Background: an optimization exercise with open tools, aiming at a short achievable clock period and few clock cycles per item. Do not read the settings as production practice.
Where RTL was checked, it was by simulation tests only, not by an equivalence proof against the original.

==> inputs of fjord <==
==> flow/design.v (excerpt) <==
module avc_sps_header_parser
(
    input  logic          clk,
    input  logic          rst_n,
    input  logic          in_valid,
    output logic          in_ready,
    input  logic [7:0]    in_data_byte,
    input  logic          in_last_byte,
    output logic          out_valid,
    input  logic          out_ready,
    output logic [2:0]    out_status,
    output logic [7:0]    out_profile,
    output logic [7:0]    out_compat,
    output logic [7:0]    out_level,
    output logic [2:0]    out_nal_length_size,
    output logic [7:0]    out_ref_frames,
    output logic [15:0]   out_pixel_width,
    output logic [15:0]   out_pixel_height
);
make LEC_CHECK=0 CAP_MARGIN=80 CORE_MARGIN=2 CORE_UTILIZATION=40 SLEW_MARGIN=80 finish   # period 20.0 ns
run.sh (not shown) runs the stock make flow with config.mk's settings and CLKGATE_MAP_FILE= SYNTH_SCRIPT=/design/flow/synth_recipe.tcl, a recipe that flattens the netlist after the stock synthesis.
==> inputs of willow, as changes to fjord <==
--- a/flow/design.v
+++ b/flow/design.v
@@ -104,21 +104,14 @@
     end
     logic [3:0]  hidx;                  
     logic [7:0]  prof_r, compat_r, level_r;
     logic [2:0]  nal_r;
     logic        pdone;                 
     logic        res_ready;             
     logic        rec_end;               
-    logic        pclr;                  
-    logic [7:0]  prof_n, compat_n, level_n;
-    logic [2:0]  nal_n;
-    logic [7:0]  sn_prof, sn_compat, sn_level;
-    logic [2:0]  sn_nal;
-    logic [7:0]  e_prof, e_compat, e_level;
-    logic [2:0]  e_nal;
     logic [2:0]  st_r;
     logic [7:0]  buf_q [0:15];
     logic [7:0]  buf_e [0:17];
     logic [4:0]  cnt;                   
     logic [2:0]  off;                   
     logic [4:0]  avail;                 
     logic        full16, buf_space, wr;
@@ -176,73 +169,42 @@
         else           lzc8 = 3'd7;
     endfunction
     assign avail      = {cnt[1:0], 3'b000} - {2'b00, off};
     assign full16     = (cnt >= 5'd3) || ((cnt == 5'd2) && (off == 3'd0));
     assign buf_space  = !cnt[4];
     assign is_hdr   = (hidx != 4'd12);
     assign wr_sps   = !is_hdr && !pdone;
-    assign pop      = head_v && !(rec_end && (hd_last || (hidx >= 4'd5))) &&
-                      (!wr_sps || buf_space);
-    assign emit_now = pop && hd_last && res_ready && !ob_v && !rec_end;
+    assign pop      = head_v && !rec_end && (!wr_sps || buf_space);
+    assign emit_now = pop && hd_last && res_ready && !ob_v;
     assign emit_end = rec_end && res_ready && !ob_v;
     assign emit     = emit_now || emit_end;
     assign wr       = pop && wr_sps;
     assign first    = pop && (hidx == 4'd0);
     always_comb
     begin
-        prof_n   = first ? 8'd0 : prof_r;
-        compat_n = first ? 8'd0 : compat_r;
-        level_n  = first ? 8'd0 : level_r;
-        nal_n    = first ? 3'd0 : nal_r;
-        if (pop && is_hdr)
-        begin
-            if (hidx == 4'd1) prof_n   = hd;
-            if (hidx == 4'd2) compat_n = hd;
-            if (hidx == 4'd3) level_n  = hd;
-            if (hidx == 4'd4) nal_n    = {1'b0, hd[1:0]} + 3'd1;
-        end
-    end
-    assign e_prof   = rec_end ? sn_prof   : prof_r;
-    assign e_compat = rec_end ? sn_compat : compat_r;
-    assign e_level  = rec_end ? sn_level  : level_r;
-    assign e_nal    = rec_end ? sn_nal    : nal_r;
-    logic [4:0] cnt_w, cnt_w1, cnt_w2;
-    assign cnt_w  = cnt + {4'd0, wr};
-    assign cnt_w1 = cnt_w - 5'd1;
-    assign cnt_w2 = cnt_w - 5'd2;
-    always_comb
-    begin
         for (int j = 0; j < 16; j++)
             buf_e[j] = (cnt == 5'(j)) ? hd : buf_q[j];
         buf_e[16] = hd;
         buf_e[17] = hd;
     end
     always_ff @(posedge clk)
     begin
         for (int i = 0; i < 16; i++)
-        begin
-            unique case (carry)
-                2'd0:    buf_q[i] <= buf_e[i];
-                2'd1:    buf_q[i] <= buf_e[i + 1];
-                default: buf_q[i] <= buf_e[i + 2];
-            endcase
-        end
+            buf_q[i] <= buf_e[i + carry];
     end
     logic [23:0]  w24;
     logic [15:0]  win;
     logic         uoff;
     logic [15:0]  uwin;
     logic         zero8;
     logic [2:0]   lz;
     logic [4:0]   ue_len;
     logic         is_ue;
-    logic [23:0]  w24s;
-    assign w24  = {buf_q[0], buf_q[1], buf_q[2]};
-    assign w24s = w24 << off;
-    assign win  = w24s[23:8];
+    assign w24 = {buf_q[0], buf_q[1], buf_q[2]};
+    assign win = w24[23 - off -: 16];
     assign uoff   = (pst == P_DL1) || (pst == P_ONR1) || (pst == P_W1);
     assign uwin   = uoff ? {win[14:0], 1'b0} : win;
     assign zero8  = (uwin[15:8] == 8'd0);
     assign lz     = lzc8(uwin[15:8]);
     assign ue_len = {1'b0, lz, 1'b1} + {4'd0, uoff};
     assign is_ue  = !((pst == P_BML) || (pst == P_FDC) || (pst == P_NCYC2) || (pst == P_FIN));
     logic [4:0]  need;
@@ -432,88 +394,67 @@
         endcase
     end
     assign codeval = vb_fast ? {16'd0, vb_win >> (4'd15 - {vb_lz, 1'b0})} : vb_acc;
     always_ff @(posedge clk or negedge rst_n)
     begin
         if (!rst_n)
         begin
-            hidx    <= 4'd0;
-            rec_end <= 1'b0;
-            pclr    <= 1'b1;
-        end
-        else
-        begin
-            pclr <= 1'b0;
-            if (pop)
-            begin
-                if (hd_last)
-                    hidx <= 4'd0;
-                else if (is_hdr)
-                    hidx <= hidx + 4'd1;
-            end
-            if (pop && hd_last && !emit_now)
-                rec_end <= 1'b1;
-            else if (emit_end)
-                rec_end <= 1'b0;
-        end
-    end
-    always_ff @(posedge clk or negedge rst_n)
-    begin
-        if (!rst_n)
-        begin
+            hidx      <= 4'd0;
             pdone     <= 1'b0;
             res_ready <= 1'b0;
+            rec_end   <= 1'b0;
             cnt       <= 5'd0;
             off       <= 3'd0;
             pst       <= P_ID;
             sl_mode   <= SL_NONE;
             chk_r     <= 1'b0;
             vb_v      <= 1'b0;
             fin1      <= 1'b0;
             fin2      <= 1'b0;
             fin3      <= 1'b0;
             fin4      <= 1'b0;
         end
         else if (emit)
         begin
+            hidx      <= 4'd0;
             pdone     <= 1'b0;
             res_ready <= 1'b0;
+            rec_end   <= 1'b0;
             cnt       <= 5'd0;
             off       <= 3'd0;
             pst       <= P_ID;
             sl_mode   <= SL_NONE;
             chk_r     <= 1'b0;
             vb_v      <= 1'b0;
             fin1      <= 1'b0;
             fin2      <= 1'b0;
             fin3      <= 1'b0;
             fin4      <= 1'b0;
         end
         else
         begin
-            unique case (carry)
-                2'd0:    cnt <= cnt_w;
-                2'd1:    cnt <= cnt_w1;
-                default: cnt <= cnt_w2;
-            endcase
+            cnt <= cnt + {4'd0, wr} - {3'd0, carry};
             if (pop)
             begin
                 if (is_hdr)
                 begin
+                    hidx <= hidx + 4'd1;
                     if ((hidx == 4'd5) && (hd[4:0] == 5'd0))
                     begin
                         pdone     <= 1'b1;
                         res_ready <= 1'b1;
                     end
                     if ((hidx == 4'd8) && (hd != SPS_NAL_HDR))
                     begin
                         pdone     <= 1'b1;
                         res_ready <= 1'b1;
                     end
                 end
+                if (hd_last)
+                    rec_end <= 1'b1;
             end
             if (rec_end && active && !full16)
                 chk_r <= !chk_r;
             else
                 chk_r <= 1'b0;
             vb_v <= 1'b0;
             if (trunc)
@@ -546,56 +487,52 @@
             fin4 <= fin3;
             if (fin4)
                 res_ready <= 1'b1;
         end
     end
     always_ff @(posedge clk)
     begin
-        prof_r   <= prof_n;
-        compat_r <= compat_n;
-        level_r  <= level_n;
-        nal_r    <= nal_n;
-        if (pop && hd_last && !emit_now)
-        begin
-            sn_prof   <= prof_n;
-            sn_compat <= compat_n;
-            sn_level  <= level_n;
-            sn_nal    <= nal_n;
-        end
-        if (emit || pclr)
+        if (first)
         begin
+            prof_r   <= 8'd0;
+            compat_r <= 8'd0;
+            level_r  <= 8'd0;
+            nal_r    <= 3'd0;
+            hi_r     <= 1'b0;
             chroma_r <= 2'd1;
             sep_r    <= 1'b0;
             fonly_r  <= 1'b0;
             cl_r     <= 32'd0;
             cr_r     <= 32'd0;
             ct_r     <= 32'd0;
             cb_r     <= 32'd0;
             ref_o    <= 8'd0;
             wid_o    <= 16'd0;
             hei_o    <= 16'd0;
         end
         if (pop && is_hdr)
         begin
             unique case (hidx)
+                4'd1: prof_r   <= hd;
+                4'd2: compat_r <= hd;
+                4'd3: level_r  <= hd;
+                4'd4: nal_r    <= {1'b0, hd[1:0]} + 3'd1;
                 4'd5:
                     if (hd[4:0] == 5'd0)
                         st_r <= STS_NO_SPS;
                 4'd8:
                     if (hd != SPS_NAL_HDR && !pdone)
                         st_r <= STS_NOT_SPS_NAL;
                 4'd9: hi_r     <= high_profile(hd);
                 default: ;
             endcase
         end
         if (rec_end && active && !full16)
             ok_r <= (need <= avail);
-        if (emit)
-            ;
-        else if (trunc)
+        if (trunc)
             st_r <= STS_TRUNC;
         else if (go)
         begin
             zch <= zch_n;
             rem <= rem_n;
             acc <= acc_n;
             if ((sl_mode == SL_NONE) && (pst == P_DL1))
@@ -618,15 +555,15 @@
                 if (pst == P_COFF)
                 begin
                     loop_r  <= loop_r - 32'd1;
                     loop2_r <= (loop_r == 32'd3);
                 end
             end
         end
-        if (vb_v && !emit)
+        if (vb_v)
         begin
             unique case (vb_dest)
                 D_LOOP:
                 begin
                     loop_r  <= codeval;
                     loop2_r <= (codeval == 32'd2);
                 end
@@ -648,15 +585,15 @@
             fh_r <= fonly_r ? {2'b00, hc_r, 4'b0000} : {1'b0, hc_r, 5'b00000};
         end
         if (fin3)
         begin
             dw_r <= {1'b0, fw_r} - (ux2 ? {5'd0, sw_r, 1'b0} : {6'd0, sw_r});
             dh_r <= {1'b0, fh_r} - ({6'd0, sh_r} << sy);
         end
-        if (fin4 && !emit)
+        if (fin4)
         begin
             if (bad_size)
                 st_r <= STS_BAD_SIZE;
             else
             begin
                 st_r  <= STS_OK;
                 ref_o <= ref_r;
@@ -712,30 +649,30 @@
                 oa_ref    <= ob_ref;
                 oa_w      <= ob_w;
                 oa_h      <= ob_h;
             end
             else
             begin
                 oa_status <= st_r;
-                oa_prof   <= e_prof;
-                oa_compat <= e_compat;
-                oa_level  <= e_level;
-                oa_nal    <= e_nal;
+                oa_prof   <= prof_r;
+                oa_compat <= compat_r;
+                oa_level  <= level_r;
+                oa_nal    <= nal_r;
                 oa_ref    <= ref_o;
                 oa_w      <= wid_o;
                 oa_h      <= hei_o;
             end
         end
         if (!ob_v && !a_free)
         begin
             ob_status <= st_r;
-            ob_prof   <= e_prof;
-            ob_compat <= e_compat;
-            ob_level  <= e_level;
-            ob_nal    <= e_nal;
+            ob_prof   <= prof_r;
+            ob_compat <= compat_r;
+            ob_level  <= level_r;
+            ob_nal    <= nal_r;
             ob_ref    <= ref_o;
             ob_w      <= wid_o;
             ob_h      <= hei_o;
         end
     end
     assign out_valid           = out_valid_r;
     assign out_status          = oa_status;
ABC_CLOCK_PERIOD_IN_PS = 3000   (was unset)
CAP_MARGIN = 20   (was 80)
SLEW_MARGIN = 20   (was 80)
==> results.txt <==
- willow finished with timing, DRC and antenna clean. fjord completed with no timing, DRC or antenna violations.
- Of fjord and willow, fjord has the higher maximum frequency (gap 40%, measured against willow).
- Between willow and fjord, the lower die area is in fjord (gap about 5%, measured against fjord).
- In fjord the area after synthesis is smaller than in willow, by 4.8%.
- Against fjord, the first-iteration DRC count of willow is larger by about 24%.
- In fjord the clock skew is lower than in willow, by 39 ps.
Testbench counts of fjord, summed over its fixed seeds: cycles 13,848, items 384.
For willow, only the layout was checked, not whether the RTL still works.

[what the ideal ports hide]
No port has a modelled driver above. Below, the same layouts with a new extraction and two added sets of constraints. Step 1 assumes that a clkbuf_16 drives the clock port and a buf_2 every other input. Step 2 adds t to the input delays and takes it off the output delays; t is the mean of the earliest and latest rising clock arrival at the registers after step 1. Input paths then give back, and output paths get back, about the clock's delay inside the block. Three values: ideal ports, drivers, drivers and shift; two values: the first two.
| run | t (ns) | setup slack, ns | latest minus earliest clock arrival (ns) | worst slew at a driven data input, ns | cell pins on the clock port's net |
|---|---|---|---|---|---|
| fjord | 0.763 | 13.251 / 13.251 / 13.251 | 0.061 / 0.062 | 0.06 | 1 |
| willow | 0.787 | 10.547 / 10.547 / 10.547 | 0.099 / 0.100 | 0.04 | 1 |
After both steps setup and hold are still met in every run listed.
